Source: an optimization exercise on an open RTL-to-GDS flow (aim: small area and a short achievable clock period). Production flows keep margins and buffers that such runs may drop.
Function was not checked in any run shown here: the RTL went through the layout flow alone.
The clock port is modelled as an ideal driver; clocking choices that lean on that would not hold on a real chip.
Power is estimated from default activity; no workload was simulated.

==> flow/design.v (outline; a module is shown in full before it is edited, if it fits) <==
// module wm_fa: 10 lines
// module wm_ha: 9 lines
// module wallace_mult_24x24: 2263 lines
module wallace_mult_24x24 (
  input  logic        clk,
  input  logic        rst,
  input  logic        in_valid,
  input  logic [23:0] a,
  input  logic [23:0] b,
  output logic        out_valid,
  output logic [39:0] x,
  output logic [39:0] y,
  output logic [7:0]  z
);
  // ...
==> flow/flow/run.sh <==
#!/bin/bash
set -euo pipefail
K="BUFFER_PORTS_ARGS=-buffer_cell sky130_fd_sc_hd__buf_1"
bash standard.sh "$K" cts > make_cts.log 2>&1
export SKEW_DB=$PWD/orfs/results/$FLOW_PLATFORM/wallace_mult_24x24/base/4_cts.odb
export SKEW_LIB=$FLOW_HOME/platforms/$FLOW_PLATFORM/lib/sky130_fd_sc_hd__tt_025C_1v80.lib
export SKEW_RC=$FLOW_HOME/platforms/$FLOW_PLATFORM/setRC.tcl
export SKEW_SDC=$PWD/orfs/results/$FLOW_PLATFORM/wallace_mult_24x24/base/4_cts.sdc
read SKEW_D2 SKEW_D3 < flow/skew.txt
export SKEW_D2 SKEW_D3
openroad -no_init -exit flow/skew.tcl > skew.log 2>&1
bash standard.sh "$K" finish > make_finish.log 2>&1
==> flow/flow/skew.tcl <==
read_db $::env(SKEW_DB)
read_liberty $::env(SKEW_LIB)
read_sdc $::env(SKEW_SDC)
source $::env(SKEW_RC)
set_propagated_clock [all_clocks]
set db [ord::get_db]
set block [ord::get_db_block]
set sizes {sky130_fd_sc_hd__clkbuf_1 sky130_fd_sc_hd__clkbuf_2 sky130_fd_sc_hd__clkbuf_4 sky130_fd_sc_hd__clkbuf_8 sky130_fd_sc_hd__clkbuf_16}
set pre_master sky130_fd_sc_hd__clkbuf_1
set k 0

proc new_buf {master_name x y in_net} {
  global db block k
  set inst [odb::dbInst_create $block [$db findMaster $master_name] "skew_buf_$k"]
  set out [odb::dbNet_create $block "skew_net_$k"]
  $out setSigType CLOCK
  incr k
  [$inst findITerm A] connect $in_net
  [$inst findITerm X] connect $out
  $inst setLocation $x $y
  $inst setPlacementStatus PLACED
  return [list $inst $out]
}

# odb instance name -> STA clock pin of every register
set clkpin [dict create]
foreach p [get_pins -hierarchical */CLK] {
  dict set clkpin [[[sta::sta_to_db_pin $p] getInst] getName] $p
}
proc ckpin {inst} { return [dict get $::clkpin [$inst getName]] }

proc mean_arrival {insts} {
  set s 0.0; set n 0
  foreach inst $insts {
    set a [get_property [ckpin $inst] arrival_max_rise]
    set s [expr {$s + $a}]; incr n
  }
  return [expr {$s / $n}]
}

# leaf nets of the tree
set leaves {}
foreach net [$block getNets] {
  if {[$net getSigType] ne "CLOCK"} continue
  foreach it [$net getITerms] {
    if {[$it isOutputSignal] && [string match clkbuf_leaf_* [[$it getInst] getName]]} { lappend leaves $net }
  }
}

set groups {}
foreach net $leaves {
  foreach rank {r2 r3} {
    set sinks {}; set sx 0; set sy 0
    foreach it [$net getITerms] {
      set inst [$it getInst]
      if {[$it isOutputSignal]} continue
      if {[string match ${rank}_* [$inst getName]] && [[$it getMTerm] getName] eq "CLK"} {
        lappend sinks $it
        set loc [$inst getLocation]
        set sx [expr {$sx + [lindex $loc 0]}]; set sy [expr {$sy + [lindex $loc 1]}]
      }
    }
    set n [llength $sinks]
    if {$n == 0} continue
    set x [expr {int($sx / $n)}]; set y [expr {int($sy / $n)}]
    # smallest last buffer that keeps the clock-pin slew well inside the limit
    set si [expr {$n <= 3 ? 1 : ($n <= 8 ? 2 : ($n <= 16 ? 3 : 4))}]
    lassign [new_buf [lindex $sizes $si] $x $y $net] last out
    set insts {}
    foreach it $sinks { set inst [$it getInst]; lappend insts $inst; $it disconnect; $it connect $out }
    lappend groups [dict create rank $rank leaf $net insts $insts last $last si $si simin $si pre {} x $x y $y]
  }
}

set ref {}
foreach inst [$block getInsts] {
  set nm [$inst getName]
  if {[dict exists $clkpin $nm] && ![string match r2_* $nm] && ![string match r3_* $nm] && ![string match a2_* $nm] && ![string match *2_q* $nm]} { lappend ref $inst }
}
puts "reference registers (ranks 1 and 4): [llength $ref]"
for {set round 0} {$round < 14} {incr round} {
  estimate_parasitics -placement
  set base [mean_arrival $ref]
  set changed 0
  set ng {}
  foreach g $groups {
    set tgt [expr {$base + ([dict get $g rank] eq "r2" ? $::env(SKEW_D2) : $::env(SKEW_D3))}]
    set a [mean_arrival [dict get $g insts]]
    set gw 0
    foreach inst [dict get $g insts] {
      set sl [get_property [ckpin $inst] slew_max]
      if {$sl > $gw} { set gw $sl }
    }
    if {$gw > 0.105 && [dict get $g si] < 4} {
      # clock-pin slew first: a stronger last buffer, and never smaller again
      set si [expr {[dict get $g si] + 1}]
      [dict get $g last] swapMaster [$db findMaster [lindex $sizes $si]]
      dict set g si $si
      dict set g simin $si
      lappend ng $g
      set changed 1
      continue
    }
    set si [dict get $g si]
    set last [dict get $g last]
    if {$a < $tgt - 0.04} {
      if {$si > [dict get $g simin] && ($tgt - $a < 0.1 || [llength [dict get $g pre]] >= 6)} {
        incr si -1
        $last swapMaster [$db findMaster [lindex $sizes $si]]
      } elseif {[llength [dict get $g pre]] < 6} {
        # one more small buffer in front of the last one
        set in_it [$last findITerm A]
        set in_net [$in_it getNet]
        $in_it disconnect
        lassign [new_buf $::pre_master [dict get $g x] [dict get $g y] $in_net] p pout
        $in_it connect $pout
        dict lappend g pre $p
      }
      set changed 1
    } elseif {$a > $tgt + 0.04 && $si < 4} {
      incr si
      $last swapMaster [$db findMaster [lindex $sizes $si]]
      set changed 1
    }
    dict set g si $si
    lappend ng $g
  }
  set groups $ng
  if {!$changed} break
}
estimate_parasitics -placement
set base [mean_arrival $ref]
foreach g $groups {
  puts [format "group %s %-22s sinks %2d last %s pre %d  skew %.3f" [dict get $g rank] [[dict get $g leaf] getName] [llength [dict get $g insts]] [lindex $sizes [dict get $g si]] [llength [dict get $g pre]] [expr {[mean_arrival [dict get $g insts]] - $base}]]
}
puts "ranks 1 and 4 mean clock arrival $base"
set worst 0
foreach g $groups {
  set gw 0
  foreach inst [dict get $g insts] {
    set sl [get_property [ckpin $inst] slew_max]
    if {$sl > $worst} { set worst $sl }
    if {$sl > $gw} { set gw $sl }
  }
  puts "slew [dict get $g rank] [llength [dict get $g insts]] [lindex $sizes [dict get $g si]] $gw"
}
puts "worst skewed clock-pin slew $worst"
detailed_placement
check_placement -verbose
write_db $::env(SKEW_DB)
==> flow/flow/skew.txt <==
0.6 0.5
==> flow/standard.sh <==
#!/bin/bash
# synth_recipe.tcl (not shown) runs the flow's synth.tcl, then flattens the netlist and writes it again
# the make line also repeats each setting of config.mk as NAME=value (left out here)
make -C /OpenROAD-flow-scripts/flow DESIGN_CONFIG=/design/flow/config.mk WORK_HOME=/design/flow/orfs CLKGATE_MAP_FILE= SYNTH_SCRIPT=/design/flow/synth_recipe.tcl "${@:-finish}"
==> flow/config.mk <==
export PLATFORM = sky130hd
export DESIGN_NAME = wallace_mult_24x24
export DESIGN_NICKNAME = wallace_mult_24x24
export VERILOG_FILES = /design/flow/design.v
export SDC_FILE = /design/flow/constraint.sdc
export NUM_CORES = 4
export LEC_CHECK = 0
export CAP_MARGIN = 20
export CORE_MARGIN = 2
export CORE_UTILIZATION = 60
export CTS_CLUSTER_DIAMETER = 100
export CTS_CLUSTER_SIZE = 30
export SETUP_SLACK_MARGIN = 2.1
export SLEW_MARGIN = 20
export SYNTH_HIERARCHICAL = 1
export SYNTH_MINIMUM_KEEP_SIZE = 0
==> flow/constraint.sdc <==
create_clock -name core_clock -period 4.0 [get_ports {clk}]
set_input_delay 0.8000 -clock core_clock [delete_from_list [all_inputs] [get_ports {clk}]]
set_output_delay 0.8000 -clock core_clock [all_outputs]
set_load 0.01 [all_outputs]
==> impl_metrics.prom, run 1 <==
# TYPE chip_impl_metric gauge
chip_impl_metric{name="p_seq_share",unit="%"} 39.8
chip_impl_metric{name="core-area",unit="µm²"} 34460
chip_impl_metric{name="mappedNetlistArea",unit="µm²"} 20890
chip_impl_metric{name="timing.setup.tns",unit="ns"} 0
chip_impl_info{name="slowest_stage_cell_crit_path",value="fa_2"} 1
chip_impl_metric{name="crit_required",unit="ns"} 4.89
chip_impl_metric{name="area.share.sequential",unit="%"} 30.42
chip_impl_info{name="run_status",value="timing/DRC/antenna clean"} 1
chip_impl_info{name="layout_common_cells",value="328 x dfxtp_1, 258 x xnor2_1, 150 x a22oi_2, 138 x fa_2, 135 x buf_1"} 1
chip_impl_metric{name="ys_ff_latch",unit=""} 383
chip_impl_metric{name="combinationalPowerShare",unit="%"} 38.9
chip_impl_info{name="critPathLaunch",value="r2_c26_0"} 1
chip_impl_metric{name="vias",unit=""} 14430
chip_impl_info{name="clock_tree.root_cell",value="clkbuf_16"} 1
chip_impl_info{name="crit_type",value="register to register"} 1
chip_impl_info{name="final_common_cell",value="dfxtp_1"} 1
chip_impl_info{name="grt-busiest-layer",value="met2"} 1
chip_impl_metric{name="die_height",unit="µm"} 190.6
chip_impl_metric{name="power.internal",unit="W"} 0.01033
chip_impl_metric{name="clock_net_power",unit="W"} 0.00343
chip_impl_metric{name="netlist_instances",unit=""} 1651
chip_impl_metric{name="met2_layer_usage_reported_by_global_route",unit="%"} 54.71
chip_impl_info{name="yosys-top-cells-area",value="dfxtp_1 37%, fa_1 25%, xnor2_1 13%"} 1
chip_impl_metric{name="nMultiInputCombCells",unit=""} 991
chip_impl_metric{name="drv_slew",unit=""} 0
chip_impl_metric{name="p_sw",unit="W"} 0.005773
chip_impl_metric{name="yosys_warnings",unit=""} 7
chip_impl_metric{name="design_area_final",unit="µm²"} 25830
chip_impl_metric{name="power_drawn_by_the_sequential_cells",unit="W"} 0.00641
chip_impl_metric{name="yosys-mux-area-fraction",unit="%"} 0
chip_impl_info{name="dominant_combinational_cell_family_by_area_after_synthesis",value="adder cells"} 1
chip_impl_metric{name="detailedPlacementHpwl",unit="µm"} 32630
chip_impl_metric{name="gp_congestion",unit=""} 0.8511
chip_impl_metric{name="ios",unit=""} 140
chip_impl_metric{name="rows",unit=""} 68
chip_impl_metric{name="holdPathStages",unit=""} 3
chip_impl_metric{name="route.met3.wl",unit="µm"} 7383
chip_impl_info{name="setup_crit_start_kind",value="register"} 1
chip_impl_info{name="yosys.cell_count.top_type",value="dfxtp_1"} 1
chip_impl_metric{name="clk-insertion-delay-late",unit="ns"} 1.23
chip_impl_metric{name="final_min_period_over_clock_period",unit="%"} 53.05
chip_impl_metric{name="slowest_delay",unit="ns"} 0.64
chip_impl_metric{name="synth_xor_xnor_area_share",unit="%"} 13.29
chip_impl_metric{name="share_of_final_layout_standard_cells_stronger_than_drive_strength_1",unit="%"} 33.05
chip_impl_info{name="synth.cells.most_frequent",value="383 x dfxtp_1, 303 x xnor2_1, 265 x fa_1, 256 x a22oi_1, 124 x buf_4"} 1
==> run 2: changes to the inputs <==
--- a/flow/flow/run.sh
+++ b/flow/flow/run.sh
@@ -3,3 +3,4 @@
 K="BUFFER_PORTS_ARGS=-buffer_cell sky130_fd_sc_hd__buf_1"
-bash standard.sh "$K" cts > make_cts.log 2>&1
+EM="SETUP_SLACK_MARGIN=$(cat flow/early_margin.txt)"
+bash standard.sh "$K" "$EM" cts > make_cts.log 2>&1
 export SKEW_DB=$PWD/orfs/results/$FLOW_PLATFORM/wallace_mult_24x24/base/4_cts.odb
@@ -8,2 +9,3 @@
 export SKEW_SDC=$PWD/orfs/results/$FLOW_PLATFORM/wallace_mult_24x24/base/4_cts.sdc
+export SKEW_FLATTEN=$(cat flow/flatten.txt)
 read SKEW_D2 SKEW_D3 < flow/skew.txt
==> flow/flow/early_margin.txt (new file) <==
1.8
==> flow/flow/flatten.txt (new file) <==
0
--- a/flow/flow/skew.tcl
+++ b/flow/flow/skew.tcl
@@ -8,3 +8,3 @@
 set sizes {sky130_fd_sc_hd__clkbuf_1 sky130_fd_sc_hd__clkbuf_2 sky130_fd_sc_hd__clkbuf_4 sky130_fd_sc_hd__clkbuf_8 sky130_fd_sc_hd__clkbuf_16}
-set pre_master sky130_fd_sc_hd__clkbuf_1
+set pre_master [expr {[info exists ::env(SKEW_PRE)] ? $::env(SKEW_PRE) : "sky130_fd_sc_hd__clkbuf_1"}]
 set k 0
@@ -40,2 +40,28 @@
 
+# Optionally drop the middle level of the tree: leaf buffers hang directly off the root net.
+if {[info exists ::env(SKEW_FLATTEN)] && $::env(SKEW_FLATTEN)} {
+  set root_inst [$block findInst clkbuf_0_clk]
+  set root_net [[$root_inst findITerm X] getNet]
+  foreach it [$root_net getITerms] {
+    set inst [$it getInst]
+    if {[$it isOutputSignal] || ![string match clkbuf_1_* [$inst getName]]} continue
+    set mid_net [[$inst findITerm X] getNet]
+    set ok 1
+    foreach s [$mid_net getITerms] {
+      if {![$s isOutputSignal] && ![string match clkbuf_leaf_* [[$s getInst] getName]]} { set ok 0 }
+    }
+    if {!$ok} continue
+    foreach s [$mid_net getITerms] {
+      if {[$s isOutputSignal]} continue
+      $s disconnect
+      $s connect $root_net
+    }
+    $it disconnect
+    [$inst findITerm X] disconnect
+    odb::dbInst_destroy $inst
+    odb::dbNet_destroy $mid_net
+    puts "removed middle clock buffer level under [$root_net getName]"
+  }
+}
+
 # leaf nets of the tree
@@ -49,6 +75,48 @@
 
+proc leaf_of {it} { return [$it getNet] }
+proc kmeans {pts k} {
+  # pts: list of {x y item}; returns list of clusters (lists of items)
+  set n [llength $pts]
+  set cs {}
+  for {set i 0} {$i < $k} {incr i} {
+    set p [lindex $pts [expr {int(($i + 0.5) * $n / $k)}]]
+    lappend cs [list [lindex $p 0] [lindex $p 1]]
+  }
+  for {set iter 0} {$iter < 20} {incr iter} {
+    set members {}
+    for {set i 0} {$i < $k} {incr i} { lappend members {} }
+    foreach p $pts {
+      set best 0; set bd 1e30
+      for {set i 0} {$i < $k} {incr i} {
+        set c [lindex $cs $i]
+        set d [expr {abs([lindex $p 0] - [lindex $c 0]) + abs([lindex $p 1] - [lindex $c 1])}]
+        if {$d < $bd} { set bd $d; set best $i }
+      }
+      lset members $best [concat [lindex $members $best] [list $p]]
+    }
+    set ncs {}
+    for {set i 0} {$i < $k} {incr i} {
+      set m [lindex $members $i]
+      if {[llength $m] == 0} { lappend ncs [lindex $cs $i]; continue }
+      set sx 0; set sy 0
+      foreach p $m { set sx [expr {$sx + [lindex $p 0]}]; set sy [expr {$sy + [lindex $p 1]}] }
+      lappend ncs [list [expr {$sx / [llength $m]}] [expr {$sy / [llength $m]}]]
+    }
+    set cs $ncs
+  }
+  set out {}
+  foreach m $members { if {[llength $m]} { lappend out $m } }
+  return $out
+}
+set leaf_drv {}
+foreach net $leaves {
+  foreach it [$net getITerms] {
+    if {[$it isOutputSignal]} { lappend leaf_drv [list $net [lindex [[$it getInst] getLocation] 0] [lindex [[$it getInst] getLocation] 1]] }
+  }
+}
+set csize [expr {[info exists ::env(SKEW_CLUSTER)] ? $::env(SKEW_CLUSTER) : 24}]
 set groups {}
-foreach net $leaves {
-  foreach rank {r2 r3} {
-    set sinks {}; set sx 0; set sy 0
+foreach rank {r2 r3} {
+  set pts {}
+  foreach net $leaves {
     foreach it [$net getITerms] {
@@ -57,16 +125,26 @@
       if {[string match ${rank}_* [$inst getName]] && [[$it getMTerm] getName] eq "CLK"} {
-        lappend sinks $it
         set loc [$inst getLocation]
-        set sx [expr {$sx + [lindex $loc 0]}]; set sy [expr {$sy + [lindex $loc 1]}]
+        lappend pts [list [lindex $loc 0] [lindex $loc 1] $it]
       }
     }
-    set n [llength $sinks]
-    if {$n == 0} continue
+  }
+  if {![llength $pts]} continue
+  set pts [lsort -real -index 0 $pts]
+  set nk [expr {max(1, int(ceil([llength $pts] / double($csize))))}]
+  foreach m [kmeans $pts $nk] {
+    set sx 0; set sy 0
+    foreach p $m { set sx [expr {$sx + [lindex $p 0]}]; set sy [expr {$sy + [lindex $p 1]}] }
+    set n [llength $m]
     set x [expr {int($sx / $n)}]; set y [expr {int($sy / $n)}]
-    # smallest last buffer that keeps the clock-pin slew well inside the limit
+    # nearest leaf driver feeds this cluster
+    set bd 1e30; set src {}
+    foreach l $leaf_drv {
+      set d [expr {abs([lindex $l 1] - $x) + abs([lindex $l 2] - $y)}]
+      if {$d < $bd} { set bd $d; set src [lindex $l 0] }
+    }
     set si [expr {$n <= 3 ? 1 : ($n <= 8 ? 2 : ($n <= 16 ? 3 : 4))}]
-    lassign [new_buf [lindex $sizes $si] $x $y $net] last out
+    lassign [new_buf [lindex $sizes $si] $x $y $src] last out
     set insts {}
-    foreach it $sinks { set inst [$it getInst]; lappend insts $inst; $it disconnect; $it connect $out }
-    lappend groups [dict create rank $rank leaf $net insts $insts last $last si $si simin $si pre {} x $x y $y]
+    foreach p $m { set it [lindex $p 2]; lappend insts [$it getInst]; $it disconnect; $it connect $out }
+    lappend groups [dict create rank $rank leaf $src insts $insts last $last si $si simin $si pre {} x $x y $y]
   }
==> flow/flow/skew.txt (replaced) <==
0.56 0.71
--- a/flow/config.mk
+++ b/flow/config.mk
@@ -12,3 +12,4 @@
 export CTS_CLUSTER_SIZE = 30
-export SETUP_SLACK_MARGIN = 2.1
+export HOLD_SLACK_MARGIN = 0.05
+export SETUP_SLACK_MARGIN = 2.15
 export SLEW_MARGIN = 20
==> run 2 against run 1 <==
Effect of this change: wire length is 8.2% lower; combinational power is 4.5% lower; clock power is 12% lower; global-route usage is 2.9 points lower; register-to-register slack better by 0.20 ns; sequential power hardly changed; synthesized area stayed put; first-iteration DRC count is 9.9% lower; final cell count is 3.6% lower; critical path depth is 5 higher; critical path type unchanged; critical endpoint is now r2_c21_3; largest cell class unchanged; highest routed layer unchanged.
==> impl_metrics.prom, run 2 <==
# TYPE chip_impl_metric gauge
chip_impl_metric{name="grt_antenna_before_repair",unit=""} 1
chip_impl_metric{name="netlist_instances",unit=""} 1651
chip_impl_metric{name="global_route.usage.total",unit="%"} 32.78
chip_impl_metric{name="p_seq_share",unit="%"} 41.5
chip_impl_metric{name="die_width",unit="µm"} 190.6
chip_impl_metric{name="gp_congestion",unit=""} 0.8276
chip_impl_info{name="yosys_most_used_dff",value="dfxtp_1"} 1
chip_impl_info{name="crit_path_end_kind",value="register"} 1
chip_impl_metric{name="cellPowerDensity",unit="nW/µm²"} 614.7
chip_impl_info{name="final_common_cell",value="dfxtp_1"} 1
chip_impl_metric{name="grt_first_pass_wirelength",unit="µm"} 88150
chip_impl_info{name="synthDominantAreaCellType",value="dfxtp_1"} 1
chip_impl_metric{name="design_area_final",unit="µm²"} 25110
chip_impl_metric{name="die_height",unit="µm"} 190.6
chip_impl_metric{name="totalWireLength",unit="µm"} 57870
chip_impl_metric{name="avgViaCountPerCell",unit=""} 5.946
chip_impl_metric{name="clkSinkCount",unit=""} 383
chip_impl_metric{name="synth_area_per_cell",unit="µm²"} 12.66
chip_impl_metric{name="grt-ovfl-total",unit=""} 0
chip_impl_info{name="crit_path_cell_trace",value="buf_12, buf_4, buf_4, a22oi_2, xnor2_1, fa_1, fa_2, fa_2"} 1
chip_impl_metric{name="cp.arrival",unit="ns"} 3.06
chip_impl_info{name="registers.top_by_ff_count",value="a1_q"} 1
chip_impl_metric{name="final_min_period_over_clock_period",unit="%"} 48.05
chip_impl_info{name="hold_class",value="register to register"} 1
chip_impl_metric{name="total_leakage_power",unit="nW"} 9.393
chip_impl_metric{name="final.min_clock_period",unit="ns"} 1.922
chip_impl_metric{name="finalHoldViolCount",unit=""} 0
chip_impl_info{name="clock_tree.root_cell",value="clkbuf_16"} 1
chip_impl_metric{name="ios",unit=""} 140
chip_impl_metric{name="syn2layout_area_growth",unit="%"} 20.17
chip_impl_metric{name="drv_slew",unit=""} 0
chip_impl_metric{name="ant_nets",unit=""} 0
chip_impl_metric{name="synthArstFlopShare",unit="%"} 0
chip_impl_metric{name="cts_htree_levels",unit=""} 1
chip_impl_metric{name="post_dp_cell_area",unit="µm²"} 20950
chip_impl_metric{name="power.ir.vdd_worst",unit="µV"} 517.1
chip_impl_metric{name="rows",unit=""} 68
chip_impl_metric{name="vias",unit=""} 13510
chip_impl_metric{name="pin_count_of_the_biggest_net_entering_global_routing",unit=""} 31
chip_impl_metric{name="max_freq",unit="GHz"} 0.5203
chip_impl_metric{name="power.internal",unit="W"} 0.009959
chip_impl_metric{name="first_global_vias",unit=""} 14520
chip_impl_metric{name="detailedPlacementHpwl",unit="µm"} 32150
chip_impl_metric{name="synth_cell_types",unit=""} 25
chip_impl_metric{name="max-clock-path-buffers",unit=""} 3
chip_impl_metric{name="clk_pin_slew_worst_paths",unit="ns"} 0.12
chip_impl_metric{name="dr.pass1.iters",unit=""} 6
chip_impl_metric{name="antenna-diode-count",unit=""} 0
chip_impl_info{name="run_status",value="timing/DRC/antenna clean"} 1
chip_impl_metric{name="detail_route.drc_violations",unit=""} 0
chip_impl_metric{name="slowest_delay",unit="ns"} 0.56
chip_impl_metric{name="synth-edff-count",unit=""} 0
chip_impl_info{name="yosys-top-cells-area",value="dfxtp_1 37%, fa_1 25%, xnor2_1 13%"} 1
chip_impl_info{name="setup_crit_start_kind",value="register"} 1
chip_impl_metric{name="cp_max_fo",unit=""} 5
chip_impl_info{name="synth.cells.most_frequent",value="383 x dfxtp_1, 303 x xnor2_1, 265 x fa_1, 256 x a22oi_1, 124 x buf_4"} 1
chip_impl_metric{name="share_of_final_layout_standard_cells_stronger_than_drive_strength_1",unit="%"} 31.21
chip_impl_info{name="layout_common_cells",value="339 x dfxtp_1, 261 x xnor2_1, 155 x a22oi_1, 136 x fa_1, 135 x buf_1"} 1
chip_impl_metric{name="routed_length_per_placed_instance",unit="µm"} 25.47
chip_impl_metric{name="timing.setup.tns",unit="ns"} 0
chip_impl_metric{name="combinationalPowerShare",unit="%"} 38.8
chip_impl_metric{name="fin_skew",unit="ns"} 0.8795
chip_impl_metric{name="number_of_flip_flops_under_the_largest_register_name",unit=""} 24
chip_impl_metric{name="synth_seq_area_share",unit="%"} 36.70
chip_impl_metric{name="mappedNetlistArea",unit="µm²"} 20890
chip_impl_metric{name="core-area",unit="µm²"} 34460
chip_impl_metric{name="setup_viol",unit=""} 0
chip_impl_info{name="yosys.cell_count.top_type",value="dfxtp_1"} 1
chip_impl_metric{name="crit_required",unit="ns"} 5.14
chip_impl_metric{name="nNetsFinal",unit=""} 2165
chip_impl_metric{name="switching_share",unit="%"} 35.47
chip_impl_metric{name="clk-insertion-delay-late",unit="ns"} 1.38
chip_impl_info{name="crit_type",value="register to register"} 1
chip_impl_metric{name="cts-buffers-inserted",unit=""} 17
chip_impl_metric{name="die-area",unit="µm²"} 36330
chip_impl_metric{name="timing.max_cap.violations",unit=""} 0
chip_impl_info{name="cts_tree",value="done"} 1
chip_impl_info{name="rsz_0062_raised_after_global_routing",value="true"} 1
chip_impl_metric{name="initial_core_util",unit="%"} 60.64
chip_impl_info{name="slowest_stage_cell_crit_path",value="fa_2"} 1
chip_impl_metric{name="p_sw",unit="W"} 0.005474
chip_impl_metric{name="first_iter_violations",unit=""} 1437
chip_impl_metric{name="ys_ff_latch",unit=""} 383
chip_impl_metric{name="io_buffers",unit=""} 135
chip_impl_metric{name="yosys_warnings",unit=""} 7
chip_impl_metric{name="synth_top_cell_area_share",unit="%"} 36.70
chip_impl_metric{name="share_clk_of_total_power",unit="%"} 19.7
[run 2: cell count changes in the layout (fill, tap and decap cells not counted), moves of 6 or more]
cell	previous run	this run
a22oi_1	126	155
buf_4	65	78
fa_2	138	129
clkbuf_16	20	27
a22oi_2	150	121
fa_1	127	136
dfxtp_1	328	339
buf_12	63	57
clkbuf_1	125	54
buf_16	21	13
clkbuf_8	10	1
clkbuf_4	9	0
dfxtp_4	48	39
[run 2: logic make-up (layout without fill, tap and decap cells)]
| logic type | count (synthesis) | count (layout) | share of synthesized area, % |
|---|---|---|---|
| buffers and inverters | 280 | 443 | 9.785 |
| adders and majority gates | 299 | 299 | 27.43 |
| xor gates and xnor gates | 317 | 317 | 13.29 |
| other | 1 | 4 | 0.01795 |
| AOI/OAI and AO/OA | 287 | 287 | 10.66 |
| DFF | 383 | 383 | 36.70 |
| and+or+nand+nor | 84 | 84 | 2.126 |
[run 2: final timing paths]
check | cells past startpoint | to | slack, ns | startpoint
hold / removal | 3 | r2_c0_1 | 0.12 | one1_q[0]
hold reg to reg | 3 | r2_c0_1 | 0.12 | one1_q[0]
setup reg to reg | 8 | r2_c21_3 | 2.08 | a1_q[18]
setup / recovery | 8 | r2_c21_3 | 2.08 | a1_q[18]
[run 2: what timing repair did]
action                                  in CTS  in global routing
pin swaps                                  161                 33
resized for setup                          402                 25
hold buffers                                 0                  0
buffers inserted                            92                  7
cloned                                      20                  0
endpoints found under the setup margin     133                 21
[run 2: worst max-delay path, delay by kind of cell, from the launching register on]
| family | cells | cell delay [ns] |
|---|---|---|
| fa+ha+maj | 3 | 1.44 |
| flops | 1 | 0.35 |
| buf+inv | 3 | 0.46 |
| compound gates | 1 | 0.18 |
| xor+xnor | 1 | 0.12 |
[run 2: final cells by class]
cell class                      count  area, µm²
Buffer                             65      466.7
Clock buffer                       17      425.4
Clock inverter                      4      45.04
Fill cell                        2342       9350
Inverter                           33      123.9
Multi-Input combinational cell    991      12410
Sequential cell                   383       7820
Tap cell                          455      569.3
Timing Repair Buffer              324       3251
[run 2: through the flow]
step / utilization (%) / cells / total power, W / hold WS, ns / setup slack [ns]
2_1_floorplan: - / 1654 / 0.01042 / 0.3096 / 1.656
3_3_place_gp: 60.80 / 2067 / 0.01172 / 0.3098 / 0.9295
3_5_place_dp: 60.80 / 2067 / 0.01186 / 0.3121 / 0.9094
4_1_cts: 71.01 / 2200 / 0.01445 / 0.3238 / 1.480
5_1_grt: 72.86 / 2272 / 0.01668 / 0.07545 / 2.007
6_report: 72.86 / 2272 / 0.01543 / 0.1196 / 2.078
[run 2: power by group through the flow]
stage	Sequential, W	Combinational, W	Clock, W
6_report	0.00641	0.00599	0.00303
5_1_grt	0.00659	0.00679	0.00330
4_1_cts	0.00642	0.00596	0.00207
3_5_place_dp	0.00653	0.00534	0
3_3_place_gp	0.00650	0.00522	0
2_1_floorplan	0.00627	0.00415	0
[run 2: per-module statistics from Yosys (local to each module, per instance)]
| module | flops+latches | cells | cell area [µm²] |
|---|---|---|---|
| wm_ha | 0 | 1 | 12.51 |
| wm_fa | 0 | 1 | 20.02 |
| wallace_mult_24x24 | 383 | 1364 | 15310 |
[run 2: metal layers]
layer	share of wire, %	up-vias	wire, µm	global-route usage [%]
met1	41	6804	23530	45.47
met4	4.8	2	2764	14.22
met5	0.019	-	11	0
met2	43	859	25070	48.59
li1	-	5653	-	-
met3	11	192	6490	8.796

==> re-timing with driven ports <==
The results above use ideal ports. As a check the final layouts listed here were re-extracted and re-timed, cells and wires unchanged. Step 1: set_driving_cell puts a clkbuf_16 on clk and a buf_2 on each other input, an assumption about the parent block. Step 2, shift: input delay + t, output delay - t, t = (earliest + latest rising clock arrival at the registers) / 2. This alone moves slack from input paths to output paths. Slacks: ideal ports / drivers / drivers and shift; pairs: ideal ports / drivers.
run | t (ns) | slack for setup (ns) | hold slack, ns | latest minus earliest clock arrival (ns) | cell pins on the clock port's net
run 1 | 0.912 | 1.878 / 1.878 / 1.878 | 0.088 / 0.088 / 0.088 | 0.752 / 0.752 | 1
run 2 | 0.992 | 2.078 / 2.078 / 2.078 | 0.120 / 0.120 / 0.120 | 0.889 / 0.889 | 1
Clock arrivals are far apart in run 1 and run 2, so t is only a midpoint there and step 2 fits no single register.
